Context: an optimization exercise on an open-source flow, tuned for small area, a short achievable clock period and few clock cycles per item. The choices shown serve that exercise and are no tape-out recipe. In this exercise RTL edits were held to simulation tests only and were not proved equivalent to the original. Power figures rest on the tool's default switching activity, not on a simulated workload.

==> flow/design.v (outline; a module is shown in full before it is edited, if it fits) <==
// module unit_dispatch: 18 lines
// module add_sub_unit: 513 lines
// module calc_inv: 3 lines
// module calc_nand2: 3 lines
// module calc_nmaj3: 3 lines
// module calc_nor2: 3 lines
// module calc_xor2: 3 lines
// module calc_xnor2: 3 lines
// module calc_aoi21: 3 lines
// module calc_oai21: 3 lines
// module shift_unit: 174 lines
// module calc_mux2i: 3 lines
// module calc_orn: 3 lines
// module calc_top: 70 lines
module calc_top (
	input  wire                                c_clk,
	input  wire                                rst_n,
	input  wire [4*4-1:0]  in_cmd,
	input  wire [4*32-1:0] in_data,
	output wire [4*2-1:0] out_resp,
	output wire [4*32-1:0] out_data
);
  // ...
==> flow/flow/run.sh <==
#!/bin/bash
# The standard layout, except that the input and output ports get a plain
# buf_1 as their buffer instead of the flow's default delay buffer.
set -euo pipefail
export BUFFER_PORTS_ARGS="-buffer_cell sky130_fd_sc_hd__buf_1"
bash standard.sh > standard.log 2>&1
==> flow/standard.sh <==
#!/bin/bash
# synth_recipe.tcl (not shown) runs the flow's synth.tcl, then flattens the netlist and writes it again
# the make line also repeats each setting of config.mk as NAME=value (left out here)
make -C /OpenROAD-flow-scripts/flow DESIGN_CONFIG=/design/flow/config.mk WORK_HOME=/design/flow/orfs CLKGATE_MAP_FILE= SYNTH_SCRIPT=/design/flow/synth_recipe.tcl "${@:-finish}"
==> flow/config.mk <==
export PLATFORM = sky130hd
export DESIGN_NAME = calc_top
export DESIGN_NICKNAME = calc_top
export VERILOG_FILES = /design/flow/design.v
export SDC_FILE = /design/flow/constraint.sdc
export NUM_CORES = 4
export LEC_CHECK = 0
export CAP_MARGIN = 20
export CORE_MARGIN = 2
export CORE_UTILIZATION = 40
export CTS_BUF_LIST = sky130_fd_sc_hd__clkbuf_8
export SETUP_SLACK_MARGIN = 2.3
export SLEW_MARGIN = 20
export SYNTH_HIERARCHICAL = 1
export SYNTH_MINIMUM_KEEP_SIZE = 0
==> flow/constraint.sdc <==
create_clock -name core_clock -period 5.0 [get_ports {c_clk}]
set_input_delay 1.0000 -clock core_clock [delete_from_list [all_inputs] [get_ports {c_clk}]]
set_output_delay 1.0000 -clock core_clock [all_outputs]
set_load 0.01 [all_outputs]
==> impl_metrics.json, run 1 <==
{
  "totalWireLength_um": 79700,
  "signal_buffers": 332,
  "post-route-util": 0.457,
  "highest_layer": "met5",
  "clk_path_buf_depth": 2,
  "multi_input_area_um2": 18600,
  "ys_seq_area_frac": 0.151,
  "switchingPower_w": 0.00760,
  "wl_met2_um": 35300,
  "grt-busiest-layer": "met2",
  "clk_pin_slew_ns": 0.10,
  "yosys_most_used_dff": "dfxtp_1",
  "insertion_delay_ns": 0.59,
  "pg_comb_w": 0.00926,
  "p_comb_frac": 0.672,
  "async_reset_ff_frac": 0.122,
  "cts_resized": 29,
  "crit_start": "g_port[0].sel_n$_DFF_PN0_",
  "pg_clk_w": 0.00112,
  "p_seq_frac": 0.246,
  "synthMuxAreaShare": 0.287,
  "syn_inst": 2823,
  "clockBufferCount": 18,
  "cp-end-kind": "output pin",
  "multi_input_area_share": 0.737,
  "final-nonclk-buf-share": 0.0666,
  "hold_ws_ns": 0.416,
  "status": "no timing/DRC/antenna violations",
  "well_tap_count": 748,
  "final_common_cell": "mux2i_1"
}
Testbench counts, summed over its fixed seeds: cycles 3,208, items 6,400.
==> module unit_dispatch, before the edit <==
module unit_dispatch (
	input  wire                    s_a,
	input  wire                    s_ar,
	input  wire                    s_b,
	input  wire                    s_c,
	input  wire                    s_cn,
	input  wire [32-1:0] a,
	input  wire [32-1:0] ar,
	input  wire [32-1:0] nb,
	input  wire [32-1:0] c,
	output reg  [32-1:0] y
);
	integer k;
	always @(*)
		for (k = 0; k < 32; k = k + 1)
			y[k] = (s_a & a[k]) | (s_ar & ar[32-1-k]) | (s_b & ~nb[k])
				| (s_c & c[k]) | (s_cn & ~c[k]);
endmodule
==> module add_sub_unit, before the edit <==
module add_sub_unit (
	input  wire [32-1:0] a,
	input  wire [32-1:0] b,
	input  wire                    ci,
	output wire [32-1:0] s,
	output wire                    co
);
	wire g0_0;
	wire t0_0;
	wire p_0;
	calc_nmaj3 u1 (.a(a[0]), .b(b[0]), .c(ci), .y(g0_0));
	calc_nor2 u2 (.a(a[0]), .b(b[0]), .y(t0_0));
	calc_xor2 u3 (.a(a[0]), .b(b[0]), .y(p_0));
	wire g0_1;
	wire t0_1;
	wire p_1;
	calc_nand2 u4 (.a(a[1]), .b(b[1]), .y(g0_1));
	calc_nor2 u5 (.a(a[1]), .b(b[1]), .y(t0_1));
	calc_xor2 u6 (.a(a[1]), .b(b[1]), .y(p_1));
	wire g0_2;
	wire t0_2;
	wire p_2;
	calc_nand2 u7 (.a(a[2]), .b(b[2]), .y(g0_2));
	calc_nor2 u8 (.a(a[2]), .b(b[2]), .y(t0_2));
	calc_xor2 u9 (.a(a[2]), .b(b[2]), .y(p_2));
	wire g0_3;
	wire t0_3;
	wire p_3;
	calc_nand2 u10 (.a(a[3]), .b(b[3]), .y(g0_3));
	calc_nor2 u11 (.a(a[3]), .b(b[3]), .y(t0_3));
	calc_xor2 u12 (.a(a[3]), .b(b[3]), .y(p_3));
	wire g0_4;
	wire t0_4;
	wire p_4;
	calc_nand2 u13 (.a(a[4]), .b(b[4]), .y(g0_4));
	calc_nor2 u14 (.a(a[4]), .b(b[4]), .y(t0_4));
	calc_xor2 u15 (.a(a[4]), .b(b[4]), .y(p_4));
	wire g0_5;
	wire t0_5;
	wire p_5;
	calc_nand2 u16 (.a(a[5]), .b(b[5]), .y(g0_5));
	calc_nor2 u17 (.a(a[5]), .b(b[5]), .y(t0_5));
	calc_xor2 u18 (.a(a[5]), .b(b[5]), .y(p_5));
	wire g0_6;
	wire t0_6;
	wire p_6;
	calc_nand2 u19 (.a(a[6]), .b(b[6]), .y(g0_6));
	calc_nor2 u20 (.a(a[6]), .b(b[6]), .y(t0_6));
	calc_xor2 u21 (.a(a[6]), .b(b[6]), .y(p_6));
	wire g0_7;
	wire t0_7;
	wire p_7;
	calc_nand2 u22 (.a(a[7]), .b(b[7]), .y(g0_7));
	calc_nor2 u23 (.a(a[7]), .b(b[7]), .y(t0_7));
	calc_xor2 u24 (.a(a[7]), .b(b[7]), .y(p_7));
	wire g0_8;
	wire t0_8;
	wire p_8;
	calc_nand2 u25 (.a(a[8]), .b(b[8]), .y(g0_8));
	calc_nor2 u26 (.a(a[8]), .b(b[8]), .y(t0_8));
	calc_xor2 u27 (.a(a[8]), .b(b[8]), .y(p_8));
	wire g0_9;
	wire t0_9;
	wire p_9;
	calc_nand2 u28 (.a(a[9]), .b(b[9]), .y(g0_9));
	calc_nor2 u29 (.a(a[9]), .b(b[9]), .y(t0_9));
	calc_xor2 u30 (.a(a[9]), .b(b[9]), .y(p_9));
	wire g0_10;
	wire t0_10;
	wire p_10;
	calc_nand2 u31 (.a(a[10]), .b(b[10]), .y(g0_10));
	calc_nor2 u32 (.a(a[10]), .b(b[10]), .y(t0_10));
	calc_xor2 u33 (.a(a[10]), .b(b[10]), .y(p_10));
	wire g0_11;
	wire t0_11;
	wire p_11;
	calc_nand2 u34 (.a(a[11]), .b(b[11]), .y(g0_11));
	calc_nor2 u35 (.a(a[11]), .b(b[11]), .y(t0_11));
	calc_xor2 u36 (.a(a[11]), .b(b[11]), .y(p_11));
	wire g0_12;
	wire t0_12;
	wire p_12;
	calc_nand2 u37 (.a(a[12]), .b(b[12]), .y(g0_12));
	calc_nor2 u38 (.a(a[12]), .b(b[12]), .y(t0_12));
	calc_xor2 u39 (.a(a[12]), .b(b[12]), .y(p_12));
	wire g0_13;
	wire t0_13;
	wire p_13;
	calc_nand2 u40 (.a(a[13]), .b(b[13]), .y(g0_13));
	calc_nor2 u41 (.a(a[13]), .b(b[13]), .y(t0_13));
	calc_xor2 u42 (.a(a[13]), .b(b[13]), .y(p_13));
	wire g0_14;
	wire t0_14;
	wire p_14;
	calc_nand2 u43 (.a(a[14]), .b(b[14]), .y(g0_14));
	calc_nor2 u44 (.a(a[14]), .b(b[14]), .y(t0_14));
	calc_xor2 u45 (.a(a[14]), .b(b[14]), .y(p_14));
	wire g0_15;
	wire t0_15;
	wire p_15;
	calc_nand2 u46 (.a(a[15]), .b(b[15]), .y(g0_15));
	calc_nor2 u47 (.a(a[15]), .b(b[15]), .y(t0_15));
	calc_xor2 u48 (.a(a[15]), .b(b[15]), .y(p_15));
	wire g0_16;
	wire t0_16;
	wire p_16;
	calc_nand2 u49 (.a(a[16]), .b(b[16]), .y(g0_16));
	calc_nor2 u50 (.a(a[16]), .b(b[16]), .y(t0_16));
	calc_xor2 u51 (.a(a[16]), .b(b[16]), .y(p_16));
	wire g0_17;
	wire t0_17;
	wire p_17;
	calc_nand2 u52 (.a(a[17]), .b(b[17]), .y(g0_17));
	calc_nor2 u53 (.a(a[17]), .b(b[17]), .y(t0_17));
	calc_xor2 u54 (.a(a[17]), .b(b[17]), .y(p_17));
	wire g0_18;
	wire t0_18;
	wire p_18;
	calc_nand2 u55 (.a(a[18]), .b(b[18]), .y(g0_18));
	calc_nor2 u56 (.a(a[18]), .b(b[18]), .y(t0_18));
	calc_xor2 u57 (.a(a[18]), .b(b[18]), .y(p_18));
	wire g0_19;
	wire t0_19;
	wire p_19;
	calc_nand2 u58 (.a(a[19]), .b(b[19]), .y(g0_19));
	calc_nor2 u59 (.a(a[19]), .b(b[19]), .y(t0_19));
	calc_xor2 u60 (.a(a[19]), .b(b[19]), .y(p_19));
	wire g0_20;
	wire t0_20;
	wire p_20;
	calc_nand2 u61 (.a(a[20]), .b(b[20]), .y(g0_20));
	calc_nor2 u62 (.a(a[20]), .b(b[20]), .y(t0_20));
	calc_xor2 u63 (.a(a[20]), .b(b[20]), .y(p_20));
	wire g0_21;
	wire t0_21;
	wire p_21;
	calc_nand2 u64 (.a(a[21]), .b(b[21]), .y(g0_21));
	calc_nor2 u65 (.a(a[21]), .b(b[21]), .y(t0_21));
	calc_xor2 u66 (.a(a[21]), .b(b[21]), .y(p_21));
	wire g0_22;
	wire t0_22;
	wire p_22;
	calc_nand2 u67 (.a(a[22]), .b(b[22]), .y(g0_22));
	calc_nor2 u68 (.a(a[22]), .b(b[22]), .y(t0_22));
	calc_xor2 u69 (.a(a[22]), .b(b[22]), .y(p_22));
	wire g0_23;
	wire t0_23;
	wire p_23;
	calc_nand2 u70 (.a(a[23]), .b(b[23]), .y(g0_23));
	calc_nor2 u71 (.a(a[23]), .b(b[23]), .y(t0_23));
	calc_xor2 u72 (.a(a[23]), .b(b[23]), .y(p_23));
	wire g0_24;
	wire t0_24;
	wire p_24;
	calc_nand2 u73 (.a(a[24]), .b(b[24]), .y(g0_24));
	calc_nor2 u74 (.a(a[24]), .b(b[24]), .y(t0_24));
	calc_xor2 u75 (.a(a[24]), .b(b[24]), .y(p_24));
	wire g0_25;
	wire t0_25;
	wire p_25;
	calc_nand2 u76 (.a(a[25]), .b(b[25]), .y(g0_25));
	calc_nor2 u77 (.a(a[25]), .b(b[25]), .y(t0_25));
	calc_xor2 u78 (.a(a[25]), .b(b[25]), .y(p_25));
	wire g0_26;
	wire t0_26;
	wire p_26;
	calc_nand2 u79 (.a(a[26]), .b(b[26]), .y(g0_26));
	calc_nor2 u80 (.a(a[26]), .b(b[26]), .y(t0_26));
	calc_xor2 u81 (.a(a[26]), .b(b[26]), .y(p_26));
	wire g0_27;
	wire t0_27;
	wire p_27;
	calc_nand2 u82 (.a(a[27]), .b(b[27]), .y(g0_27));
	calc_nor2 u83 (.a(a[27]), .b(b[27]), .y(t0_27));
	calc_xor2 u84 (.a(a[27]), .b(b[27]), .y(p_27));
	wire g0_28;
	wire t0_28;
	wire p_28;
	calc_nand2 u85 (.a(a[28]), .b(b[28]), .y(g0_28));
	calc_nor2 u86 (.a(a[28]), .b(b[28]), .y(t0_28));
	calc_xor2 u87 (.a(a[28]), .b(b[28]), .y(p_28));
	wire g0_29;
	wire t0_29;
	wire p_29;
	calc_nand2 u88 (.a(a[29]), .b(b[29]), .y(g0_29));
	calc_nor2 u89 (.a(a[29]), .b(b[29]), .y(t0_29));
	calc_xor2 u90 (.a(a[29]), .b(b[29]), .y(p_29));
	wire g0_30;
	wire t0_30;
	wire p_30;
	calc_nand2 u91 (.a(a[30]), .b(b[30]), .y(g0_30));
	calc_nor2 u92 (.a(a[30]), .b(b[30]), .y(t0_30));
	calc_xor2 u93 (.a(a[30]), .b(b[30]), .y(p_30));
	wire g0_31;
	wire t0_31;
	wire p_31;
	calc_nand2 u94 (.a(a[31]), .b(b[31]), .y(g0_31));
	calc_nor2 u95 (.a(a[31]), .b(b[31]), .y(t0_31));
	calc_xor2 u96 (.a(a[31]), .b(b[31]), .y(p_31));
	wire g1_1;
	calc_oai21 u97 (.a1(t0_1), .a2(g0_0), .b(g0_1), .y(g1_1));
	wire g1_3;
	calc_oai21 u98 (.a1(t0_3), .a2(g0_2), .b(g0_3), .y(g1_3));
	wire t1_3;
	calc_nor2 u99 (.a(t0_3), .b(t0_2), .y(t1_3));
	wire g1_5;
	calc_oai21 u100 (.a1(t0_5), .a2(g0_4), .b(g0_5), .y(g1_5));
	wire t1_5;
	calc_nor2 u101 (.a(t0_5), .b(t0_4), .y(t1_5));
	wire g1_7;
	calc_oai21 u102 (.a1(t0_7), .a2(g0_6), .b(g0_7), .y(g1_7));
	wire t1_7;
	calc_nor2 u103 (.a(t0_7), .b(t0_6), .y(t1_7));
	wire g1_9;
	calc_oai21 u104 (.a1(t0_9), .a2(g0_8), .b(g0_9), .y(g1_9));
	wire t1_9;
	calc_nor2 u105 (.a(t0_9), .b(t0_8), .y(t1_9));
	wire g1_11;
	calc_oai21 u106 (.a1(t0_11), .a2(g0_10), .b(g0_11), .y(g1_11));
	wire t1_11;
	calc_nor2 u107 (.a(t0_11), .b(t0_10), .y(t1_11));
	wire g1_13;
	calc_oai21 u108 (.a1(t0_13), .a2(g0_12), .b(g0_13), .y(g1_13));
	wire t1_13;
	calc_nor2 u109 (.a(t0_13), .b(t0_12), .y(t1_13));
	wire g1_15;
	calc_oai21 u110 (.a1(t0_15), .a2(g0_14), .b(g0_15), .y(g1_15));
	wire t1_15;
	calc_nor2 u111 (.a(t0_15), .b(t0_14), .y(t1_15));
	wire g1_17;
	calc_oai21 u112 (.a1(t0_17), .a2(g0_16), .b(g0_17), .y(g1_17));
	wire t1_17;
	calc_nor2 u113 (.a(t0_17), .b(t0_16), .y(t1_17));
	wire g1_19;
	calc_oai21 u114 (.a1(t0_19), .a2(g0_18), .b(g0_19), .y(g1_19));
	wire t1_19;
	calc_nor2 u115 (.a(t0_19), .b(t0_18), .y(t1_19));
	wire g1_21;
	calc_oai21 u116 (.a1(t0_21), .a2(g0_20), .b(g0_21), .y(g1_21));
	wire t1_21;
	calc_nor2 u117 (.a(t0_21), .b(t0_20), .y(t1_21));
	wire g1_23;
	calc_oai21 u118 (.a1(t0_23), .a2(g0_22), .b(g0_23), .y(g1_23));
	wire t1_23;
	calc_nor2 u119 (.a(t0_23), .b(t0_22), .y(t1_23));
	wire g1_25;
	calc_oai21 u120 (.a1(t0_25), .a2(g0_24), .b(g0_25), .y(g1_25));
	wire t1_25;
	calc_nor2 u121 (.a(t0_25), .b(t0_24), .y(t1_25));
	wire g1_27;
	calc_oai21 u122 (.a1(t0_27), .a2(g0_26), .b(g0_27), .y(g1_27));
	wire t1_27;
	calc_nor2 u123 (.a(t0_27), .b(t0_26), .y(t1_27));
	wire g1_29;
	calc_oai21 u124 (.a1(t0_29), .a2(g0_28), .b(g0_29), .y(g1_29));
	wire t1_29;
	calc_nor2 u125 (.a(t0_29), .b(t0_28), .y(t1_29));
	wire g1_31;
	calc_oai21 u126 (.a1(t0_31), .a2(g0_30), .b(g0_31), .y(g1_31));
	wire t1_31;
	calc_nor2 u127 (.a(t0_31), .b(t0_30), .y(t1_31));
	wire g2_3;
	calc_aoi21 u128 (.a1(t1_3), .a2(g1_1), .b(g1_3), .y(g2_3));
	wire g2_5;
	calc_aoi21 u129 (.a1(t1_5), .a2(g1_3), .b(g1_5), .y(g2_5));
	wire t2_5;
	calc_nand2 u130 (.a(t1_5), .b(t1_3), .y(t2_5));
	wire g2_7;
	calc_aoi21 u131 (.a1(t1_7), .a2(g1_5), .b(g1_7), .y(g2_7));
	wire t2_7;
	calc_nand2 u132 (.a(t1_7), .b(t1_5), .y(t2_7));
	wire g2_9;
	calc_aoi21 u133 (.a1(t1_9), .a2(g1_7), .b(g1_9), .y(g2_9));
	wire t2_9;
	calc_nand2 u134 (.a(t1_9), .b(t1_7), .y(t2_9));
	wire g2_11;
	calc_aoi21 u135 (.a1(t1_11), .a2(g1_9), .b(g1_11), .y(g2_11));
	wire t2_11;
	calc_nand2 u136 (.a(t1_11), .b(t1_9), .y(t2_11));
	wire g2_13;
	calc_aoi21 u137 (.a1(t1_13), .a2(g1_11), .b(g1_13), .y(g2_13));
	wire t2_13;
	calc_nand2 u138 (.a(t1_13), .b(t1_11), .y(t2_13));
	wire g2_15;
	calc_aoi21 u139 (.a1(t1_15), .a2(g1_13), .b(g1_15), .y(g2_15));
	wire t2_15;
	calc_nand2 u140 (.a(t1_15), .b(t1_13), .y(t2_15));
	wire g2_17;
	calc_aoi21 u141 (.a1(t1_17), .a2(g1_15), .b(g1_17), .y(g2_17));
	wire t2_17;
	calc_nand2 u142 (.a(t1_17), .b(t1_15), .y(t2_17));
	wire g2_19;
	calc_aoi21 u143 (.a1(t1_19), .a2(g1_17), .b(g1_19), .y(g2_19));
	wire t2_19;
	calc_nand2 u144 (.a(t1_19), .b(t1_17), .y(t2_19));
	wire g2_21;
	calc_aoi21 u145 (.a1(t1_21), .a2(g1_19), .b(g1_21), .y(g2_21));
	wire t2_21;
	calc_nand2 u146 (.a(t1_21), .b(t1_19), .y(t2_21));
	wire g2_23;
	calc_aoi21 u147 (.a1(t1_23), .a2(g1_21), .b(g1_23), .y(g2_23));
	wire t2_23;
	calc_nand2 u148 (.a(t1_23), .b(t1_21), .y(t2_23));
	wire g2_25;
	calc_aoi21 u149 (.a1(t1_25), .a2(g1_23), .b(g1_25), .y(g2_25));
	wire t2_25;
	calc_nand2 u150 (.a(t1_25), .b(t1_23), .y(t2_25));
	wire g2_27;
	calc_aoi21 u151 (.a1(t1_27), .a2(g1_25), .b(g1_27), .y(g2_27));
	wire t2_27;
	calc_nand2 u152 (.a(t1_27), .b(t1_25), .y(t2_27));
	wire g2_29;
	calc_aoi21 u153 (.a1(t1_29), .a2(g1_27), .b(g1_29), .y(g2_29));
	wire t2_29;
	calc_nand2 u154 (.a(t1_29), .b(t1_27), .y(t2_29));
	wire g2_31;
	calc_aoi21 u155 (.a1(t1_31), .a2(g1_29), .b(g1_31), .y(g2_31));
	wire t2_31;
	calc_nand2 u156 (.a(t1_31), .b(t1_29), .y(t2_31));
	wire g1_i156;
	calc_inv u157 (.a(g1_1), .y(g1_i156));
	wire g3_5;
	calc_oai21 u158 (.a1(t2_5), .a2(g1_i156), .b(g2_5), .y(g3_5));
	wire g3_7;
	calc_oai21 u159 (.a1(t2_7), .a2(g2_3), .b(g2_7), .y(g3_7));
	wire g3_9;
	calc_oai21 u160 (.a1(t2_9), .a2(g2_5), .b(g2_9), .y(g3_9));
	wire t3_9;
	calc_nor2 u161 (.a(t2_9), .b(t2_5), .y(t3_9));
	wire g3_11;
	calc_oai21 u162 (.a1(t2_11), .a2(g2_7), .b(g2_11), .y(g3_11));
	wire t3_11;
	calc_nor2 u163 (.a(t2_11), .b(t2_7), .y(t3_11));
	wire g3_13;
	calc_oai21 u164 (.a1(t2_13), .a2(g2_9), .b(g2_13), .y(g3_13));
	wire t3_13;
	calc_nor2 u165 (.a(t2_13), .b(t2_9), .y(t3_13));
	wire g3_15;
	calc_oai21 u166 (.a1(t2_15), .a2(g2_11), .b(g2_15), .y(g3_15));
	wire t3_15;
	calc_nor2 u167 (.a(t2_15), .b(t2_11), .y(t3_15));
	wire g3_17;
	calc_oai21 u168 (.a1(t2_17), .a2(g2_13), .b(g2_17), .y(g3_17));
	wire t3_17;
	calc_nor2 u169 (.a(t2_17), .b(t2_13), .y(t3_17));
	wire g3_19;
	calc_oai21 u170 (.a1(t2_19), .a2(g2_15), .b(g2_19), .y(g3_19));
	wire t3_19;
	calc_nor2 u171 (.a(t2_19), .b(t2_15), .y(t3_19));
	wire g3_21;
	calc_oai21 u172 (.a1(t2_21), .a2(g2_17), .b(g2_21), .y(g3_21));
	wire t3_21;
	calc_nor2 u173 (.a(t2_21), .b(t2_17), .y(t3_21));
	wire g3_23;
	calc_oai21 u174 (.a1(t2_23), .a2(g2_19), .b(g2_23), .y(g3_23));
	wire t3_23;
	calc_nor2 u175 (.a(t2_23), .b(t2_19), .y(t3_23));
	wire g3_25;
	calc_oai21 u176 (.a1(t2_25), .a2(g2_21), .b(g2_25), .y(g3_25));
	wire t3_25;
	calc_nor2 u177 (.a(t2_25), .b(t2_21), .y(t3_25));
	wire g3_27;
	calc_oai21 u178 (.a1(t2_27), .a2(g2_23), .b(g2_27), .y(g3_27));
	wire t3_27;
	calc_nor2 u179 (.a(t2_27), .b(t2_23), .y(t3_27));
	wire g3_29;
	calc_oai21 u180 (.a1(t2_29), .a2(g2_25), .b(g2_29), .y(g3_29));
	wire t3_29;
	calc_nor2 u181 (.a(t2_29), .b(t2_25), .y(t3_29));
	wire g3_31;
	calc_oai21 u182 (.a1(t2_31), .a2(g2_27), .b(g2_31), .y(g3_31));
	wire t3_31;
	calc_nor2 u183 (.a(t2_31), .b(t2_27), .y(t3_31));
	wire g4_9;
	calc_aoi21 u184 (.a1(t3_9), .a2(g1_1), .b(g3_9), .y(g4_9));
	wire g3_i184;
	calc_inv u185 (.a(g2_3), .y(g3_i184));
	wire g4_11;
	calc_aoi21 u186 (.a1(t3_11), .a2(g3_i184), .b(g3_11), .y(g4_11));
	wire g4_13;
	calc_aoi21 u187 (.a1(t3_13), .a2(g3_5), .b(g3_13), .y(g4_13));
	wire g4_15;
	calc_aoi21 u188 (.a1(t3_15), .a2(g3_7), .b(g3_15), .y(g4_15));
	wire g4_17;
	calc_aoi21 u189 (.a1(t3_17), .a2(g3_9), .b(g3_17), .y(g4_17));
	wire t4_17;
	calc_nand2 u190 (.a(t3_17), .b(t3_9), .y(t4_17));
	wire g4_19;
	calc_aoi21 u191 (.a1(t3_19), .a2(g3_11), .b(g3_19), .y(g4_19));
	wire t4_19;
	calc_nand2 u192 (.a(t3_19), .b(t3_11), .y(t4_19));
	wire g4_21;
	calc_aoi21 u193 (.a1(t3_21), .a2(g3_13), .b(g3_21), .y(g4_21));
	wire t4_21;
	calc_nand2 u194 (.a(t3_21), .b(t3_13), .y(t4_21));
	wire g4_23;
	calc_aoi21 u195 (.a1(t3_23), .a2(g3_15), .b(g3_23), .y(g4_23));
	wire t4_23;
	calc_nand2 u196 (.a(t3_23), .b(t3_15), .y(t4_23));
	wire g4_25;
	calc_aoi21 u197 (.a1(t3_25), .a2(g3_17), .b(g3_25), .y(g4_25));
	wire t4_25;
	calc_nand2 u198 (.a(t3_25), .b(t3_17), .y(t4_25));
	wire g4_27;
	calc_aoi21 u199 (.a1(t3_27), .a2(g3_19), .b(g3_27), .y(g4_27));
	wire t4_27;
	calc_nand2 u200 (.a(t3_27), .b(t3_19), .y(t4_27));
	wire g4_29;
	calc_aoi21 u201 (.a1(t3_29), .a2(g3_21), .b(g3_29), .y(g4_29));
	wire t4_29;
	calc_nand2 u202 (.a(t3_29), .b(t3_21), .y(t4_29));
	wire g4_31;
	calc_aoi21 u203 (.a1(t3_31), .a2(g3_23), .b(g3_31), .y(g4_31));
	wire t4_31;
	calc_nand2 u204 (.a(t3_31), .b(t3_23), .y(t4_31));
	wire g5_17;
	calc_oai21 u205 (.a1(t4_17), .a2(g1_i156), .b(g4_17), .y(g5_17));
	wire g5_19;
	calc_oai21 u206 (.a1(t4_19), .a2(g2_3), .b(g4_19), .y(g5_19));
	wire g5_i206;
	calc_inv u207 (.a(g3_5), .y(g5_i206));
	wire g5_21;
	calc_oai21 u208 (.a1(t4_21), .a2(g5_i206), .b(g4_21), .y(g5_21));
	wire g7_i208;
	calc_inv u209 (.a(g3_7), .y(g7_i208));
	wire g5_23;
	calc_oai21 u210 (.a1(t4_23), .a2(g7_i208), .b(g4_23), .y(g5_23));
	wire g5_25;
	calc_oai21 u211 (.a1(t4_25), .a2(g4_9), .b(g4_25), .y(g5_25));
	wire g5_27;
	calc_oai21 u212 (.a1(t4_27), .a2(g4_11), .b(g4_27), .y(g5_27));
	wire g5_29;
	calc_oai21 u213 (.a1(t4_29), .a2(g4_13), .b(g4_29), .y(g5_29));
	wire g5_31;
	calc_oai21 u214 (.a1(t4_31), .a2(g4_15), .b(g4_31), .y(g5_31));
	wire g6_2;
	calc_oai21 u215 (.a1(t0_2), .a2(g1_i156), .b(g0_2), .y(g6_2));
	wire g6_4;
	calc_oai21 u216 (.a1(t0_4), .a2(g2_3), .b(g0_4), .y(g6_4));
	wire g6_6;
	calc_oai21 u217 (.a1(t0_6), .a2(g5_i206), .b(g0_6), .y(g6_6));
	wire g6_8;
	calc_oai21 u218 (.a1(t0_8), .a2(g7_i208), .b(g0_8), .y(g6_8));
	wire g6_10;
	calc_oai21 u219 (.a1(t0_10), .a2(g4_9), .b(g0_10), .y(g6_10));
	wire g6_12;
	calc_oai21 u220 (.a1(t0_12), .a2(g4_11), .b(g0_12), .y(g6_12));
	wire g6_14;
	calc_oai21 u221 (.a1(t0_14), .a2(g4_13), .b(g0_14), .y(g6_14));
	wire g6_16;
	calc_oai21 u222 (.a1(t0_16), .a2(g4_15), .b(g0_16), .y(g6_16));
	wire g17_i222;
	calc_inv u223 (.a(g5_17), .y(g17_i222));
	wire g6_18;
	calc_oai21 u224 (.a1(t0_18), .a2(g17_i222), .b(g0_18), .y(g6_18));
	wire g19_i224;
	calc_inv u225 (.a(g5_19), .y(g19_i224));
	wire g6_20;
	calc_oai21 u226 (.a1(t0_20), .a2(g19_i224), .b(g0_20), .y(g6_20));
	wire g21_i226;
	calc_inv u227 (.a(g5_21), .y(g21_i226));
	wire g6_22;
	calc_oai21 u228 (.a1(t0_22), .a2(g21_i226), .b(g0_22), .y(g6_22));
	wire g23_i228;
	calc_inv u229 (.a(g5_23), .y(g23_i228));
	wire g6_24;
	calc_oai21 u230 (.a1(t0_24), .a2(g23_i228), .b(g0_24), .y(g6_24));
	wire g25_i230;
	calc_inv u231 (.a(g5_25), .y(g25_i230));
	wire g6_26;
	calc_oai21 u232 (.a1(t0_26), .a2(g25_i230), .b(g0_26), .y(g6_26));
	wire g27_i232;
	calc_inv u233 (.a(g5_27), .y(g27_i232));
	wire g6_28;
	calc_oai21 u234 (.a1(t0_28), .a2(g27_i232), .b(g0_28), .y(g6_28));
	wire g29_i234;
	calc_inv u235 (.a(g5_29), .y(g29_i234));
	wire g6_30;
	calc_oai21 u236 (.a1(t0_30), .a2(g29_i234), .b(g0_30), .y(g6_30));
	calc_xor2 u_s0 (.a(p_0), .b(ci), .y(s[0]));
	calc_xnor2 u237 (.a(p_1), .b(g0_0), .y(s[1]));
	calc_xor2 u238 (.a(p_2), .b(g1_1), .y(s[2]));
	calc_xor2 u239 (.a(p_3), .b(g6_2), .y(s[3]));
	calc_xnor2 u240 (.a(p_4), .b(g2_3), .y(s[4]));
	calc_xor2 u241 (.a(p_5), .b(g6_4), .y(s[5]));
	calc_xor2 u242 (.a(p_6), .b(g3_5), .y(s[6]));
	calc_xor2 u243 (.a(p_7), .b(g6_6), .y(s[7]));
	calc_xor2 u244 (.a(p_8), .b(g3_7), .y(s[8]));
	calc_xor2 u245 (.a(p_9), .b(g6_8), .y(s[9]));
	calc_xnor2 u246 (.a(p_10), .b(g4_9), .y(s[10]));
	calc_xor2 u247 (.a(p_11), .b(g6_10), .y(s[11]));
	calc_xnor2 u248 (.a(p_12), .b(g4_11), .y(s[12]));
	calc_xor2 u249 (.a(p_13), .b(g6_12), .y(s[13]));
	calc_xnor2 u250 (.a(p_14), .b(g4_13), .y(s[14]));
	calc_xor2 u251 (.a(p_15), .b(g6_14), .y(s[15]));
	calc_xnor2 u252 (.a(p_16), .b(g4_15), .y(s[16]));
	calc_xor2 u253 (.a(p_17), .b(g6_16), .y(s[17]));
	calc_xor2 u254 (.a(p_18), .b(g5_17), .y(s[18]));
	calc_xor2 u255 (.a(p_19), .b(g6_18), .y(s[19]));
	calc_xor2 u256 (.a(p_20), .b(g5_19), .y(s[20]));
	calc_xor2 u257 (.a(p_21), .b(g6_20), .y(s[21]));
	calc_xor2 u258 (.a(p_22), .b(g5_21), .y(s[22]));
	calc_xor2 u259 (.a(p_23), .b(g6_22), .y(s[23]));
	calc_xor2 u260 (.a(p_24), .b(g5_23), .y(s[24]));
	calc_xor2 u261 (.a(p_25), .b(g6_24), .y(s[25]));
	calc_xor2 u262 (.a(p_26), .b(g5_25), .y(s[26]));
	calc_xor2 u263 (.a(p_27), .b(g6_26), .y(s[27]));
	calc_xor2 u264 (.a(p_28), .b(g5_27), .y(s[28]));
	calc_xor2 u265 (.a(p_29), .b(g6_28), .y(s[29]));
	calc_xor2 u266 (.a(p_30), .b(g5_29), .y(s[30]));
	calc_xor2 u267 (.a(p_31), .b(g6_30), .y(s[31]));
	assign co = g5_31;
endmodule
==> module calc_top, before the edit <==
module calc_top (
	input  wire                                c_clk,
	input  wire                                rst_n,
	input  wire [4*4-1:0]  in_cmd,
	input  wire [4*32-1:0] in_data,
	output wire [4*2-1:0] out_resp,
	output wire [4*32-1:0] out_data
);
	localparam integer W = 32;
	function automatic [W-1:0] bitrev(input [W-1:0] x);
		integer k;
		for (k = 0; k < W; k = k + 1) bitrev[k] = x[W-1-k];
	endfunction
	genvar i;
	generate
		for (i = 0; i < 4; i = i + 1) begin : g_port
			wire [4-1:0] cmd = in_cmd[i*4 +: 4];
			wire [W-1:0]           din = in_data[i*W +: W];
			reg              op2;      
			reg              k_sub;    
			reg              k_add;    
			reg              k_sh;     
			reg              k_shr;    
			reg  [2-1:0] resp;    
			reg              sel_n;    
			reg              sel_r;    
			reg  [W-1:0]     r;        
			wire [W-1:0]  sum;
			wire          err;
			add_sub_unit u_add (.a(r), .b(din), .ci(1'b0), .s(sum), .co(err));
			wire [W-1:0]  nshl;    
			shift_unit u_shift (.a(r), .n(din[5-1:0]), .ny(nshl));
			wire          start = !op2 && (cmd != 4'd0);
			wire          cap_r = (cmd == 4'd6);
			wire [W-1:0]  r_nxt;
			unit_dispatch u_mux (.s_a(!op2 && !cap_r), .s_ar(!op2 && cap_r), .s_b(op2 && k_sh),
				.s_c(op2 && !k_sh && !k_sub), .s_cn(op2 && k_sub),
				.a(din ^ {W{cmd == 4'd2}}), .ar(din), .nb(nshl), .c(sum), .y(r_nxt));
			always @(posedge c_clk or negedge rst_n) begin
				if (!rst_n) begin
					op2   <= 1'b0;
					resp  <= 2'd0;
					sel_n <= 1'b0;
					sel_r <= 1'b0;
				end else begin
					op2   <= start;
					sel_n <= op2 && ((k_add && !err) || (k_sh && !k_shr));
					sel_r <= op2 && k_shr;
					if (!op2)
						resp <= 2'd0;
					else if (k_add)
						resp <= err ? 2'd2 : 2'd1;
					else if (k_sh)
						resp <= 2'd1;
					else
						resp <= 2'd3;
				end
			end
			always @(posedge c_clk) begin
				k_sub <= (cmd == 4'd2);
				k_add <= (cmd == 4'd1) || (cmd == 4'd2);
				k_sh  <= (cmd == 4'd5) || (cmd == 4'd6);
				k_shr <= (cmd == 4'd6);
				r     <= r_nxt;
			end
			assign out_resp[i*2 +: 2] = resp;
			assign out_data[i*W +: W] = ({W{sel_n}} & r) | ({W{sel_r}} & bitrev(r));
		end
	endgenerate
endmodule
==> run 2, diff against run 1 <==
--- a/flow/design.v
+++ b/flow/design.v
@@ -6,3 +6,2 @@
 	input  wire                    s_c,
-	input  wire                    s_cn,
 	input  wire [32-1:0] a,
@@ -16,4 +15,3 @@
 		for (k = 0; k < 32; k = k + 1)
-			y[k] = (s_a & a[k]) | (s_ar & ar[32-1-k]) | (s_b & ~nb[k])
-				| (s_c & c[k]) | (s_cn & ~c[k]);
+			y[k] = (s_a & a[k]) | (s_ar & ar[32-1-k]) | (s_b & ~nb[k]) | (s_c & c[k]);
 endmodule
@@ -24,2 +22,3 @@
 	input  wire                    ci,
+	input  wire                    inv,    
 	output wire [32-1:0] s,
@@ -499,34 +498,98 @@
 	calc_oai21 u236 (.a1(t0_30), .a2(g29_i234), .b(g0_30), .y(g6_30));
-	calc_xor2 u_s0 (.a(p_0), .b(ci), .y(s[0]));
-	calc_xnor2 u237 (.a(p_1), .b(g0_0), .y(s[1]));
-	calc_xor2 u238 (.a(p_2), .b(g1_1), .y(s[2]));
-	calc_xor2 u239 (.a(p_3), .b(g6_2), .y(s[3]));
-	calc_xnor2 u240 (.a(p_4), .b(g2_3), .y(s[4]));
-	calc_xor2 u241 (.a(p_5), .b(g6_4), .y(s[5]));
-	calc_xor2 u242 (.a(p_6), .b(g3_5), .y(s[6]));
-	calc_xor2 u243 (.a(p_7), .b(g6_6), .y(s[7]));
-	calc_xor2 u244 (.a(p_8), .b(g3_7), .y(s[8]));
-	calc_xor2 u245 (.a(p_9), .b(g6_8), .y(s[9]));
-	calc_xnor2 u246 (.a(p_10), .b(g4_9), .y(s[10]));
-	calc_xor2 u247 (.a(p_11), .b(g6_10), .y(s[11]));
-	calc_xnor2 u248 (.a(p_12), .b(g4_11), .y(s[12]));
-	calc_xor2 u249 (.a(p_13), .b(g6_12), .y(s[13]));
-	calc_xnor2 u250 (.a(p_14), .b(g4_13), .y(s[14]));
-	calc_xor2 u251 (.a(p_15), .b(g6_14), .y(s[15]));
-	calc_xnor2 u252 (.a(p_16), .b(g4_15), .y(s[16]));
-	calc_xor2 u253 (.a(p_17), .b(g6_16), .y(s[17]));
-	calc_xor2 u254 (.a(p_18), .b(g5_17), .y(s[18]));
-	calc_xor2 u255 (.a(p_19), .b(g6_18), .y(s[19]));
-	calc_xor2 u256 (.a(p_20), .b(g5_19), .y(s[20]));
-	calc_xor2 u257 (.a(p_21), .b(g6_20), .y(s[21]));
-	calc_xor2 u258 (.a(p_22), .b(g5_21), .y(s[22]));
-	calc_xor2 u259 (.a(p_23), .b(g6_22), .y(s[23]));
-	calc_xor2 u260 (.a(p_24), .b(g5_23), .y(s[24]));
-	calc_xor2 u261 (.a(p_25), .b(g6_24), .y(s[25]));
-	calc_xor2 u262 (.a(p_26), .b(g5_25), .y(s[26]));
-	calc_xor2 u263 (.a(p_27), .b(g6_26), .y(s[27]));
-	calc_xor2 u264 (.a(p_28), .b(g5_27), .y(s[28]));
-	calc_xor2 u265 (.a(p_29), .b(g6_28), .y(s[29]));
-	calc_xor2 u266 (.a(p_30), .b(g5_29), .y(s[30]));
-	calc_xor2 u267 (.a(p_31), .b(g6_30), .y(s[31]));
+	wire q_0;
+	calc_xor2 u237 (.a(p_0), .b(inv), .y(q_0));
+	wire q_1;
+	calc_xor2 u238 (.a(p_1), .b(inv), .y(q_1));
+	wire q_2;
+	calc_xor2 u239 (.a(p_2), .b(inv), .y(q_2));
+	wire q_3;
+	calc_xor2 u240 (.a(p_3), .b(inv), .y(q_3));
+	wire q_4;
+	calc_xor2 u241 (.a(p_4), .b(inv), .y(q_4));
+	wire q_5;
+	calc_xor2 u242 (.a(p_5), .b(inv), .y(q_5));
+	wire q_6;
+	calc_xor2 u243 (.a(p_6), .b(inv), .y(q_6));
+	wire q_7;
+	calc_xor2 u244 (.a(p_7), .b(inv), .y(q_7));
+	wire q_8;
+	calc_xor2 u245 (.a(p_8), .b(inv), .y(q_8));
+	wire q_9;
+	calc_xor2 u246 (.a(p_9), .b(inv), .y(q_9));
+	wire q_10;
+	calc_xor2 u247 (.a(p_10), .b(inv), .y(q_10));
+	wire q_11;
+	calc_xor2 u248 (.a(p_11), .b(inv), .y(q_11));
+	wire q_12;
+	calc_xor2 u249 (.a(p_12), .b(inv), .y(q_12));
+	wire q_13;
+	calc_xor2 u250 (.a(p_13), .b(inv), .y(q_13));
+	wire q_14;
+	calc_xor2 u251 (.a(p_14), .b(inv), .y(q_14));
+	wire q_15;
+	calc_xor2 u252 (.a(p_15), .b(inv), .y(q_15));
+	wire q_16;
+	calc_xor2 u253 (.a(p_16), .b(inv), .y(q_16));
+	wire q_17;
+	calc_xor2 u254 (.a(p_17), .b(inv), .y(q_17));
+	wire q_18;
+	calc_xor2 u255 (.a(p_18), .b(inv), .y(q_18));
+	wire q_19;
+	calc_xor2 u256 (.a(p_19), .b(inv), .y(q_19));
+	wire q_20;
+	calc_xor2 u257 (.a(p_20), .b(inv), .y(q_20));
+	wire q_21;
+	calc_xor2 u258 (.a(p_21), .b(inv), .y(q_21));
+	wire q_22;
+	calc_xor2 u259 (.a(p_22), .b(inv), .y(q_22));
+	wire q_23;
+	calc_xor2 u260 (.a(p_23), .b(inv), .y(q_23));
+	wire q_24;
+	calc_xor2 u261 (.a(p_24), .b(inv), .y(q_24));
+	wire q_25;
+	calc_xor2 u262 (.a(p_25), .b(inv), .y(q_25));
+	wire q_26;
+	calc_xor2 u263 (.a(p_26), .b(inv), .y(q_26));
+	wire q_27;
+	calc_xor2 u264 (.a(p_27), .b(inv), .y(q_27));
+	wire q_28;
+	calc_xor2 u265 (.a(p_28), .b(inv), .y(q_28));
+	wire q_29;
+	calc_xor2 u266 (.a(p_29), .b(inv), .y(q_29));
+	wire q_30;
+	calc_xor2 u267 (.a(p_30), .b(inv), .y(q_30));
+	wire q_31;
+	calc_xor2 u268 (.a(p_31), .b(inv), .y(q_31));
+	calc_xor2 u_s0 (.a(q_0), .b(ci), .y(s[0]));
+	calc_xnor2 u269 (.a(q_1), .b(g0_0), .y(s[1]));
+	calc_xor2 u270 (.a(q_2), .b(g1_1), .y(s[2]));
+	calc_xor2 u271 (.a(q_3), .b(g6_2), .y(s[3]));
+	calc_xnor2 u272 (.a(q_4), .b(g2_3), .y(s[4]));
+	calc_xor2 u273 (.a(q_5), .b(g6_4), .y(s[5]));
+	calc_xor2 u274 (.a(q_6), .b(g3_5), .y(s[6]));
+	calc_xor2 u275 (.a(q_7), .b(g6_6), .y(s[7]));
+	calc_xor2 u276 (.a(q_8), .b(g3_7), .y(s[8]));
+	calc_xor2 u277 (.a(q_9), .b(g6_8), .y(s[9]));
+	calc_xnor2 u278 (.a(q_10), .b(g4_9), .y(s[10]));
+	calc_xor2 u279 (.a(q_11), .b(g6_10), .y(s[11]));
+	calc_xnor2 u280 (.a(q_12), .b(g4_11), .y(s[12]));
+	calc_xor2 u281 (.a(q_13), .b(g6_12), .y(s[13]));
+	calc_xnor2 u282 (.a(q_14), .b(g4_13), .y(s[14]));
+	calc_xor2 u283 (.a(q_15), .b(g6_14), .y(s[15]));
+	calc_xnor2 u284 (.a(q_16), .b(g4_15), .y(s[16]));
+	calc_xor2 u285 (.a(q_17), .b(g6_16), .y(s[17]));
+	calc_xor2 u286 (.a(q_18), .b(g5_17), .y(s[18]));
+	calc_xor2 u287 (.a(q_19), .b(g6_18), .y(s[19]));
+	calc_xor2 u288 (.a(q_20), .b(g5_19), .y(s[20]));
+	calc_xor2 u289 (.a(q_21), .b(g6_20), .y(s[21]));
+	calc_xor2 u290 (.a(q_22), .b(g5_21), .y(s[22]));
+	calc_xor2 u291 (.a(q_23), .b(g6_22), .y(s[23]));
+	calc_xor2 u292 (.a(q_24), .b(g5_23), .y(s[24]));
+	calc_xor2 u293 (.a(q_25), .b(g6_24), .y(s[25]));
+	calc_xor2 u294 (.a(q_26), .b(g5_25), .y(s[26]));
+	calc_xor2 u295 (.a(q_27), .b(g6_26), .y(s[27]));
+	calc_xor2 u296 (.a(q_28), .b(g5_27), .y(s[28]));
+	calc_xor2 u297 (.a(q_29), .b(g6_28), .y(s[29]));
+	calc_xor2 u298 (.a(q_30), .b(g5_29), .y(s[30]));
+	calc_xor2 u299 (.a(q_31), .b(g6_30), .y(s[31]));
 	assign co = g5_31;
@@ -739,2 +802,27 @@
 `timescale 1ns/10ps
+module resp_router #(
+	parameter integer N = 8
+) (
+	input  wire         c_clk,
+	input  wire         rst_n,
+	input  wire         sel_n_d,    
+	input  wire         sel_r_d,    
+	input  wire [N-1:0] r_n,        
+	input  wire [N-1:0] r_r,        
+	output wire [N-1:0] y
+);
+	reg sel_n;
+	reg sel_r;
+	always @(posedge c_clk or negedge rst_n) begin
+		if (!rst_n) begin
+			sel_n <= 1'b0;
+			sel_r <= 1'b0;
+		end else begin
+			sel_n <= sel_n_d;
+			sel_r <= sel_r_d;
+		end
+	end
+	assign y = ({N{sel_n}} & r_n) | ({N{sel_r}} & r_r);
+endmodule
+`timescale 1ns/10ps
 module calc_top (
@@ -763,4 +851,2 @@
 			reg  [2-1:0] resp;    
-			reg              sel_n;    
-			reg              sel_r;    
 			reg  [W-1:0]     r;        
@@ -768,3 +854,3 @@
 			wire          err;
-			add_sub_unit u_add (.a(r), .b(din), .ci(1'b0), .s(sum), .co(err));
+			add_sub_unit u_add (.a(r), .b(din), .ci(1'b0), .inv(k_sub), .s(sum), .co(err));
 			wire [W-1:0]  nshl;    
@@ -772,2 +858,4 @@
 			wire          start = !op2 && (cmd != 4'd0);
+			wire          sel_n_d = op2 && ((k_add && !err) || (k_sh && !k_shr));
+			wire          sel_r_d = op2 && k_shr;
 			wire          cap_r = (cmd == 4'd6);
@@ -775,3 +863,3 @@
 			unit_dispatch u_mux (.s_a(!op2 && !cap_r), .s_ar(!op2 && cap_r), .s_b(op2 && k_sh),
-				.s_c(op2 && !k_sh && !k_sub), .s_cn(op2 && k_sub),
+				.s_c(op2 && !k_sh),
 				.a(din ^ {W{cmd == 4'd2}}), .ar(din), .nb(nshl), .c(sum), .y(r_nxt));
@@ -781,8 +869,4 @@
 					resp  <= 2'd0;
-					sel_n <= 1'b0;
-					sel_r <= 1'b0;
 				end else begin
 					op2   <= start;
-					sel_n <= op2 && ((k_add && !err) || (k_sh && !k_shr));
-					sel_r <= op2 && k_shr;
 					if (!op2)
@@ -805,3 +889,15 @@
 			assign out_resp[i*2 +: 2] = resp;
-			assign out_data[i*W +: W] = ({W{sel_n}} & r) | ({W{sel_r}} & bitrev(r));
+			wire [W-1:0]  r_rev = bitrev(r);
+			genvar j;
+			for (j = 0; j < 4; j = j + 1) begin : g_out
+				resp_router #(.N(W/4)) u_out (
+					.c_clk   (c_clk),
+					.rst_n   (rst_n),
+					.sel_n_d (sel_n_d),
+					.sel_r_d (sel_r_d),
+					.r_n     (r[j*W/4 +: W/4]),
+					.r_r     (r_rev[j*W/4 +: W/4]),
+					.y       (out_data[i*W + j*W/4 +: W/4])
+				);
+			end
 		end
--- a/flow/config.mk
+++ b/flow/config.mk
@@ -11,3 +11,3 @@
 export CTS_BUF_LIST = sky130_fd_sc_hd__clkbuf_8
-export SETUP_SLACK_MARGIN = 2.3
+export SETUP_SLACK_MARGIN = 2.5
 export SLEW_MARGIN = 20
==> run 2 against run 1 <==
Worst setup slack gained 0.14 ns. Clock power is essentially flat. Non-clock buffer count shrank 18. Hold slack gained 0.058 ns. Largest power group unchanged.
==> impl_metrics.json, run 2 <==
{
  "insertion_delay_ns": 0.59,
  "ys.warnings.count": 9,
  "num-fill-cells": 6087,
  "synth_top_area_cell": "mux2i_1",
  "worst_slew_pin_slew_ns": 1.12,
  "leakage_nw": 11.9,
  "cts_tree": "built",
  "relSlewSlack": 0.254,
  "ir_drop_v": 0.000239,
  "grt_pass1_wl_um": 124000,
  "final-hold-violation-count": 0,
  "clock_tree.htree_level_count": 4,
  "totalWireLength_um": 82400,
  "cts_sinks": 188,
  "hp-start": "g_port[3].k_add$_DFF_P_",
  "top_register": "g_port.r",
  "rows": 89,
  "ys_seq_area_frac": 0.168,
  "clock_power_share": 0.083,
  "reg2reg_to": "g_port[0].r[29]$_DFF_P_",
  "clk_path_buf_depth": 2,
  "required_ns": 4.00,
  "grt_max_degree": 45,
  "synthAdderAreaFrac": 0,
  "synth_edf_count": 0,
  "largestRegisters": "g_port.r x128, g_port.g_out.u_out.sel_n x16, g_port.g_out.u_out.sel_r x16",
  "min_period_ns": 2.53,
  "clock_skew_ns": 0.0171,
  "io_buffers": 281,
  "fmax_mhz": 396,
  "worstPathArrival_ns": 1.53,
  "die_w_um": 247,
  "ff2ff_path_depth": 11,
  "antenna_found_initial": 6,
  "ys_seq_elements": 188,
  "clk_pin_slew_ns": 0.12,
  "yosysUniqueCellTypes": 31,
  "synth_area_per_cell_um2": 8.00,
  "yosys_most_used_dff": "dfxtp_1",
  "synth_top_family_by_area": "multiplexers",
  "yosys.area_share.simple": 0.197,
  "cp-end-kind": "output pin",
  "met1_length_um": 37300,
  "synth_top_area_frac": 0.218,
  "wl_met2_um": 37900,
  "hpwl_um": 62200,
  "area_growth_pct": 11.6,
  "setup_viol": 0,
  "gp_congestion": 0.978,
  "finalSetupTns_ns": 0,
  "post_drt_wl_per_cell_um": 20.6,
  "switching_share": 0.546,
  "status": "no timing/DRC/antenna violations",
  "synthMuxAreaShare": 0.218,
  "final_cell_mix": "516 x mux2i_1, 469 x xor2_1, 340 x nand2_1",
  "worstSetupPathType": "register to output pin",
  "reg2reg_slack_ns": 2.73,
  "num_vias": 22600,
  "synthTopCellsByArea": "mux2i_1 22%, xor2_1 17%, dfxtp_1 12%, nand2b_1 5.9%, nand2_1 5.4%",
  "drv_cap": 0,
  "synth_xor_area_frac": 0.197,
  "die_h_um": 247,
  "syn-cell-area_um2": 23700,
  "finalCritPeriodShare": 0.506,
  "grt_pass1_vias": 20800,
  "final_nets": 3359,
  "synth_common_cells": "516 x mux2i_1, 469 x xor2_1, 340 x nand2_1",
  "largest_reg_flops": 128,
  "hold_depth": 1,
  "p_comb_frac": 0.646,
  "hp-class": "register to register",
  "multi_input_area_um2": 19200,
  "final_common_cell": "mux2i_1",
  "worstPathCellList": "a22o_1, buf_1",
  "regArea_um2": 4170,
  "drtIter0Drc": 1747,
  "p_seq_frac": 0.271,
  "synth-compound-area-share": 0.177,
  "holdBufCountCts": 0,
  "drv_slew": 0,
  "r2r_start": "g_port[0].r[11]$_DFF_P_",
  "critical_path.max_stage_delay_ns": 0.52,
  "critPathMaxFanout": 8,
  "p_total_w": 0.0138,
  "antenna_left": 0,
  "min_to": "g_port[3].resp[0]$_DFF_PN0_",
  "power.density_nw_per_um2": 522,
  "io_pins": 282,
  "synth_most_common_cell": "mux2i_1",
  "rsz0062_at_grt": "yes",
  "drc": 0,
  "die_area_um2": 61300,
  "syn_inst": 2965,
  "firstDrtPassIters": 6,
  "layout-drive-gt1-share": 0.159,
  "async_reset_ff_frac": 0.234,
  "track_usage": 0.261,
  "vias_per_cell": 5.64,
  "clock-root-buffer": "clkbuf_8",
  "switchingPower_w": 0.00754,
  "crit_path_top_delay_cell": "dfrtp_2",
  "wl_met3_um": 4900,
  "core_area_um2": 58800,
  "highest_layer": "met5",
  "p_int_w": 0.00627,
  "initial_core_util": 0.403,
  "grt_remaining_overflow": 0,
  "startpoint_type": "register",
  "cts_buffers": 17,
  "post-route-util": 0.450
}
==> run 2: changes by cell type after synthesis, moves of 120 or more <==
cell / previous run / this run
nand2b_1: 95 / 224
mux2i_1: 644 / 516
nand3_1: 0 / 128
xor2_1: 341 / 469
a22oi_1: 4 / 128
o2111ai_1: 124 / 0
nand2_1: 460 / 340
==> run 2: per-module statistics from Yosys (local to each module, per instance), a selection <==
module / times used / flip-flops and latches / cells / cell area (µm²)
calc_xor2: 360 / 0 / 1 / 8.76
calc_inv: 44 / 0 / 1 / 3.75
calc_aoi21: 108 / 0 / 1 / 8.76
calc_top: 1 / 156 / 373 / 5240
calc_orn: 84 / 0 / 1 / 6.26
unit_dispatch: 4 / 0 / 140 / 800
calc_mux2i: 516 / 0 / 1 / 10.0
calc_oai21: 212 / 0 / 1 / 5.00
==> run 2: how the worst max path moves through the flow <==
stage / startpoint / endpoint / slack [ns] / cells past startpoint
2_1_floorplan: in_data[0] / g_port[0].r[31]$_DFF_P_ / 2.53 / 12
3_3_place_gp: in_data[99] / g_port[3].g_out[1].u_out.sel_n$_DFF_PN0_ / 1.50 / 9
3_5_place_dp: in_data[99] / g_port[3].g_out[1].u_out.sel_n$_DFF_PN0_ / 1.43 / 9
4_1_cts: g_port[1].g_out[0].u_out.sel_n$_DFF_PN0_ / out_data[39] / 2.41 / 2
5_1_grt: in_data[8] / g_port[0].r[29]$_DFF_P_ / 2.39 / 12
6_report: g_port[0].g_out[3].u_out.sel_r$_DFF_PN0_ / out_data[24] / 2.47 / 2
==> run 2: metal layers <==
layer | track usage | vias to the layer above
li1 | - | 10900
met3 | 0.0397 | 126
met4 | 0.0837 | 6
met1 | 0.355 | 10800
met2 | 0.420 | 741
met5 | 0 | -
==> run 2: layout make-up <==
cell class / instances / share of cell area
multi-input combinational: 2648 / 0.727
sequential: 188 / 0.157
timing repair buffer: 314 / 0.0573
tap: 773 / 0.0366
clock buffer: 20 / 0.0104
inverter: 44 / 0.00624
clock inverter: 12 / 0.00468
antenna: 3 / 0.000284
==> run 2: metrics by stage <==
stage | hold slack, ns | cell area, µm² | instances | setup slack, ns
after global routing | 0.503 | 26500 | 4001 | 2.39
after CTS | 0.487 | 26000 | 3993 | 2.41
final | 0.474 | 26500 | 4002 | 2.47
after detailed placement | 0.472 | 25300 | 3961 | 1.43
after global placement | 0.463 | 25300 | 3961 | 1.50
after floorplan | 0.429 | 23800 | 2976 | 2.53
==> run 2: worst max-delay path, delay by kind of cell (launching register included) <==
family | cells | cell delay, ns
DFF | 1 | 0.52
AOI/OAI and AO/OA | 1 | 0.25
buffers and inverters | 1 | 0.18
==> run 2: logic make-up (layout without fill, tap and decap cells) <==
logic type                count (synthesis)  count (layout)
buffers and inverters                   140             390
AOI/OAI and AO/OA                       592             592
DFF                                     188             188
and+or+nand+nor                        1012            1012
xor gates and xnor gates                516             516
other                                     1              15
muxes                                   516             516
==> run 2: repair_timing <==
action                     in CTS  in global routing
pin swaps                      31                 16
setup buffers                   0                  5
hold endpoints to repair        0                  0
setup endpoints to repair     216                177
resized for setup             144                163
gates cloned                    0                  1
==> run 2: power by group through the flow <==
stage | clock, W | sequential (W) | combinational, W
floorplan | 0 | 0.00294 | 0.00665
global placement | 0 | 0.00363 | 0.00846
detailed placement | 0 | 0.00363 | 0.00847
CTS | 0.00121 | 0.00369 | 0.00856
global route | 0.00124 | 0.00384 | 0.00979
finish | 0.00115 | 0.00374 | 0.00892
Testbench counts of run 2, summed over its fixed seeds: cycles 3,208, items 6,400.
==> run 3, diff against run 2 <==
--- a/flow/config.mk
+++ b/flow/config.mk
@@ -10,3 +10,2 @@
 export CORE_UTILIZATION = 40
-export CTS_BUF_LIST = sky130_fd_sc_hd__clkbuf_8
 export SETUP_SLACK_MARGIN = 2.5
==> run 3 against run 2 <==
Area after synthesis unchanged. Flip-flop and latch count stayed put. Worst setup slack improved by 0.046 ns. Global-route usage rose by 0.062 points. Wire length up 0.32%. Synthesized cell count unchanged. Sequential power shrank 2%. Hold slack lost 0.0053 ns. Count of clock-buffer cells in the layout grew 3. Critical path type unchanged. Largest power group unchanged.
==> impl_metrics.json, run 3 <==
{
  "drv_cap": 0,
  "layout-drive-gt1-share": 0.139,
  "multi_input_area_um2": 19400,
  "yosys_most_used_dff": "dfxtp_1",
  "final_nets": 3365,
  "clock_power_share": 0.105,
  "grt_pass1_wl_um": 124000,
  "clk_pin_slew_ns": 0.08,
  "final_common_cell": "mux2i_1",
  "grt_remaining_overflow": 0,
  "ys_seq_elements": 188,
  "hp-class": "register to register",
  "synthMuxAreaShare": 0.218,
  "finalCritPeriodShare": 0.496,
  "ff2ff_path_depth": 11,
  "use_met2": 0.420,
  "r2r_start": "g_port[2].r[2]$_DFF_P_",
  "rsz0062_at_grt": "yes",
  "gp_congestion": 0.978,
  "reg2reg_to": "g_port[2].r[27]$_DFF_P_",
  "switching_share": 0.540,
  "cts_tree": "built",
  "firstDrtPassIters": 5,
  "min_to": "g_port[3].resp[0]$_DFF_PN0_",
  "gr-usage-met1": 0.355,
  "worstPathArrival_ns": 1.48,
  "async_reset_ff_frac": 0.234,
  "p_comb_frac": 0.639,
  "finalSetupTns_ns": 0,
  "hpwl_um": 62200,
  "worstSetupPathType": "register to output pin",
  "cts_sinks": 188,
  "cts_buffers": 17,
  "switchingPower_w": 0.00766,
  "die_area_um2": 61300,
  "num-fill-cells": 6086,
  "vias_per_cell": 5.65,
  "reg2reg_slack_ns": 2.63,
  "final_cells": 4009,
  "clk_path_buf_depth": 2,
  "synth_top_area_cell": "mux2i_1",
  "syn_inst": 2965,
  "syn-cell-area_um2": 23700,
  "drc": 0,
  "core_area_um2": 58800,
  "antenna_left": 0,
  "drv_slew": 0,
  "clock-root-buffer": "clkbuf_16",
  "synthAdderAreaFrac": 0,
  "yosysUniqueCellTypes": 31,
  "drtIter0Drc": 1550,
  "final_cell_mix": "513 x mux2i_1, 469 x xor2_1, 340 x nand2_1",
  "grt_pass1_vias": 20900,
  "ys_seq_area_frac": 0.168,
  "p_seq_frac": 0.257,
  "post-route-util": 0.455,
  "worst_slew_pin_slew_ns": 1.11,
  "ir_drop_v": 0.000284,
  "power.density_nw_per_um2": 531,
  "totalWireLength_um": 82600,
  "synth_most_common_cell": "mux2i_1",
  "synthTopCellsByArea": "mux2i_1 22%, xor2_1 17%, dfxtp_1 12%, nand2b_1 5.9%, nand2_1 5.4%",
  "synth_edf_count": 0,
  "top_register": "g_port.r",
  "initial_core_util": 0.403,
  "critPathMaxFanout": 7,
  "p_total_w": 0.0142,
  "ys.warnings.count": 9,
  "critical_path.max_stage_delay_ns": 0.60,
  "leakage_nw": 12.0,
  "post_drt_wl_per_cell_um": 20.6,
  "grtUsageMet3": 0.0407,
  "num_vias": 22700,
  "hp-start": "g_port[3].k_add$_DFF_P_",
  "status": "no timing/DRC/antenna violations",
  "die_w_um": 247,
  "cp-end-kind": "output pin",
  "setup_viol": 0,
  "grt-busiest-layer": "met2",
  "hold_ws_ns": 0.469,
  "largestRegisters": "g_port.r x128, g_port.g_out.u_out.sel_n x16, g_port.g_out.u_out.sel_r x16",
  "track_usage": 0.261,
  "grt_max_degree": 45,
  "largest_reg_flops": 128,
  "yosys.area_share.simple": 0.197,
  "synth_common_cells": "516 x mux2i_1, 469 x xor2_1, 340 x nand2_1",
  "p_int_w": 0.00653,
  "clock_skew_ns": 0.0139,
  "startpoint_type": "register",
  "placed_cells": 3961,
  "synth_xor_area_frac": 0.197,
  "regArea_um2": 4020,
  "area_growth_pct": 12.7,
  "synth-compound-area-share": 0.177,
  "io_buffers": 281,
  "clock_tree.htree_level_count": 4,
  "required_ns": 4.00,
  "io_pins": 282,
  "rows": 89,
  "hold_depth": 1,
  "synth_top_area_frac": 0.218,
  "relSlewSlack": 0.259,
  "antenna_found_initial": 6,
  "fmax_mhz": 403,
  "synth_top_family_by_area": "multiplexers",
  "final-hold-violation-count": 0,
  "insertion_delay_ns": 0.51,
  "min_period_ns": 2.48,
  "die_h_um": 247,
  "synth_area_per_cell_um2": 8.00,
  "crit_path_top_delay_cell": "dfxtp_1",
  "worstPathCellList": "a22o_1, buf_1"
}
[run 3: per-layer routing]
metal / vias to the layer above / share of wire
met5: - / 0.00030
met4: 4 / 0.027
met3: 114 / 0.063
met2: 722 / 0.46
met1: 10900 / 0.45
li1: 10900 / -
[run 3: power groups by stage]
stage	Sequential, W	Combinational, W	Clock, W
floorplan	0.00294	0.00665	0
finish	0.00365	0.00907	0.00149
global route	0.00374	0.00993	0.00158
CTS	0.00360	0.00861	0.00154
global placement	0.00363	0.00846	0
detailed placement	0.00363	0.00847	0
[run 3: logic make-up after synthesis]
logic type / count (synthesis)
buffers and inverters: 140
multiplexers: 516
XOR/XNOR: 516
flip-flops: 188
other: 1
AO/OA/AOI/OAI: 592
AND/OR/NAND/NOR: 1012
[run 3: critical path: cells and delay by family, from the launching register on]
kind | cells | cell delay, ns
AOI/OAI and AO/OA | 1 | 0.22
buffers and inverters | 1 | 0.15
DFF | 1 | 0.60
[run 3: worst max-delay path by stage]
stage,start,to,cells after the start
finish,g_port[2].r[22]$_DFF_P_,out_data[86],2
global placement,in_data[99],g_port[3].g_out[1].u_out.sel_n$_DFF_PN0_,9
CTS,in_data[96],g_port[3].g_out[1].u_out.sel_n$_DFF_PN0_,10
detailed placement,in_data[99],g_port[3].g_out[1].u_out.sel_n$_DFF_PN0_,9
floorplan,in_data[0],g_port[0].r[31]$_DFF_P_,12
global route,in_data[9],g_port[0].r[29]$_DFF_P_,12
[run 3: area by class of cell]
cell class,count,share of cell area
Antenna cell,4,0.000374
Multi-Input combinational cell,2648,0.725
Clock buffer,23,0.0179
Tap cell,773,0.0362
Sequential cell,188,0.150
Inverter,44,0.00618
Clock inverter,9,0.00421
Timing Repair Buffer,320,0.0599
[run 3: repair_timing]
item | CTS | global route
buffers inserted | 0 | 11
setup endpoints to repair | 156 | 83
hold buffers | 0 | 0
pin swaps | 0 | 15
cloned | 1 | 0
gates resized for setup | 64 | 185
[run 3: Yosys stat by module, one instance, submodules excluded, excerpt]
module         flip-flops and latches  cells inside
calc_oai21                          0             1
calc_xnor2                          0             1
calc_nmaj3                          0             2
calc_top                          156           373
unit_dispatch                       0           140
calc_aoi21                          0             1
calc_xor2                           0             1
calc_inv                            0             1
calc_mux2i                          0             1
calc_orn                            0             1
calc_nor2                           0             1
[run 3: metrics by stage]
step	cell area (µm²)	worst slack (ns)
after global placement	25300	1.50
after floorplan	23800	2.53
after detailed placement	25300	1.43
final	26700	2.52
after global routing	26700	2.43
after CTS	26200	2.48
==> run 4, diff against run 3 <==
--- a/flow/config.mk
+++ b/flow/config.mk
@@ -10,3 +10,3 @@
 export CORE_UTILIZATION = 40
-export SETUP_SLACK_MARGIN = 2.5
+export SETUP_SLACK_MARGIN = 2.6
 export SLEW_MARGIN = 20
==> run 4 against run 3 <==
Clock skew increased by 0.0044 ns. Utilization increased by 1.2 points. Fmax increased by 1.8%. Sequential share of layout area increased by 0.080 points. Design area increased by 2.7%. Critical path type unchanged. Critical endpoint is now out_data[39].
==> impl_metrics.json, run 4 <==
{
  "final_nets": 3391,
  "critPathMaxFanout": 8,
  "hp-start": "g_port[3].k_add$_DFF_P_",
  "antenna_found_initial": 2,
  "die_area_um2": 61300,
  "finalCritPeriodShare": 0.487,
  "setup_viol": 0,
  "synth_edf_count": 0,
  "min_period_ns": 2.44,
  "num_vias": 22900,
  "rows": 89,
  "core_area_um2": 58800,
  "fmax_mhz": 410,
  "cts_sinks": 188,
  "post-route-util": 0.467,
  "leakage_nw": 12.4,
  "io_pins": 282,
  "setup_slack_ns": 2.56,
  "ys_seq_elements": 188,
  "worst_slew_pin_slew_ns": 1.08,
  "placed_cells": 3964,
  "synthTopCellsByArea": "mux2i_1 22%, xor2_1 17%, dfxtp_1 12%, nand2b_1 5.9%, nand2_1 5.4%",
  "vias_per_cell": 5.67,
  "syn-cell-area_um2": 23700,
  "reg2reg_slack_ns": 2.76,
  "status": "no timing/DRC/antenna violations",
  "num-fill-cells": 5972,
  "insertion_delay_ns": 0.51,
  "yosysUniqueCellTypes": 31,
  "area_growth_pct": 15.7,
  "final_cell_mix": "502 x mux2i_1, 469 x xor2_1, 339 x nand2_1",
  "startpoint_type": "register",
  "grt_max_degree": 45,
  "io_buffers": 281,
  "ff2ff_path_depth": 11,
  "largestRegisters": "g_port.r x128, g_port.g_out.u_out.sel_n x16, g_port.g_out.u_out.sel_r x16",
  "relSlewSlack": 0.278,
  "cts_tree": "built",
  "required_ns": 4.00,
  "yosys_most_used_dff": "dfxtp_1",
  "grt_pass1_wl_um": 124000,
  "syn_inst": 2965,
  "final_cells": 4033,
  "final_common_cell": "mux2i_1",
  "clk_path_buf_depth": 2,
  "drc": 0,
  "grt_remaining_overflow": 0,
  "worstPathArrival_ns": 1.44,
  "rsz0062_at_grt": "yes"
}
## run 4: cell counts after synthesis
Identical to the previous run, type by type.
## run 4: worst max path at each step
stage	start	slack, ns	end	cells past startpoint
floorplan	in_data[0]	2.60	g_port[0].r[29]$_DFF_P_	12
global route	g_port[0].g_out[0].u_out.sel_n$_DFF_PN0_	2.52	out_data[7]	2
global placement	in_data[4]	1.57	g_port[0].r[27]$_DFF_P_	12
detailed placement	in_data[4]	1.53	g_port[0].r[27]$_DFF_P_	12
finish	g_port[1].g_out[0].u_out.sel_n$_DFF_PN0_	2.56	out_data[39]	2
CTS	g_port[3].r[16]$_DFF_P_	2.51	out_data[112]	2
## run 4: repair_timing
item / CTS / global route
endpoints found under the setup margin: 246 / 181
buffers inserted: 6 / 26
gates cloned: 1 / 2
pin swaps: 17 / 28
resized for setup: 189 / 264
## run 4: area by class of cell
cell class	instances	area [µm²]	area share
Tap cell	773	967	0.0352
Sequential cell	188	4150	0.151
Multi-Input combinational cell	2648	19700	0.717
Timing Repair Buffer	346	1880	0.0686
Inverter	44	165	0.00602
Clock inverter	15	165	0.00602
Antenna cell	2	5.00	0.000182
Clock buffer	17	425	0.0155
## run 4: per-stage QoR
stage | cell area [µm²] | hold WS, ns | total power, W
after floorplan | 23900 | 0.429 | 0.00964
after global routing | 27400 | 0.505 | 0.0157
after detailed placement | 25400 | 0.467 | 0.0121
final | 27400 | 0.478 | 0.0147
after CTS | 26600 | 0.490 | 0.0140
after global placement | 25400 | 0.450 | 0.0121
## run 4: report_power, final
part	switching, W	internal, W
clock	0.000737	0.000745
combinational	0.00559	0.00387
sequential	0.00155	0.00220
## run 4: modules after synthesis, one instance, submodules excluded, a selection
module	area, µm²	cells inside	flops+latches	copies in the design
calc_top	5240	373	156	1
unit_dispatch	800	140	0	4
calc_nmaj3	12.5	2	0	4
calc_aoi21	8.76	1	0	108
calc_xnor2	8.76	1	0	24
calc_xor2	8.76	1	0	360
calc_orn	6.26	1	0	84
calc_inv	3.75	1	0	44
calc_nor2	3.75	1	0	272
calc_nand2	3.75	1	0	212
## run 4: routing by layer
layer  routed length, µm  track usage  up-vias  part of all wire
met4                2200       0.0868        0             0.026
li1                    -            -    10900                 -
met1               37900        0.356    11000              0.45
met2               38800        0.423      770              0.46
met5                   0            0        -                 0
met3                4510       0.0335      105             0.054
## run 4: cell families after synthesis
kind of cell / share of synthesized area
xor+xnor: 0.197
mux: 0.218
simple gates: 0.197
flops: 0.168
compound gates: 0.177
buf+inv: 0.0431
other cells: 0.000158
## run 4: worst max-delay path, cell delays in order, from the launching register on
cell	delay, ns
dfrtp_2	0.51
a22o_4	0.30
buf_1	0.13

afterwards: timing with drivers on the ports:
No port has a modelled driver above. Below, the same layouts with a new extraction and two added sets of constraints. Step 1 sets driving cells, clkbuf_16 on the clock port and buf_2 on the other inputs (assumed; they add their load-dependent delay and slew). Step 2 also shifts input and output timing later by t, the mid clock arrival at the registers, as if the neighbouring blocks saw the same clock. Slacks: ideal ports / drivers / drivers and shift; pairs: ideal ports / drivers.
run	t, ns	setup WS [ns]
run 1	0.634	2.337 / 2.285 / 1.711
run 2	0.635	2.472 / 2.415 / 1.896
run 3	0.562	2.518 / 2.459 / 2.002
run 4	0.560	2.563 / 2.501 / 1.974
After both steps every run listed still meets setup and hold.
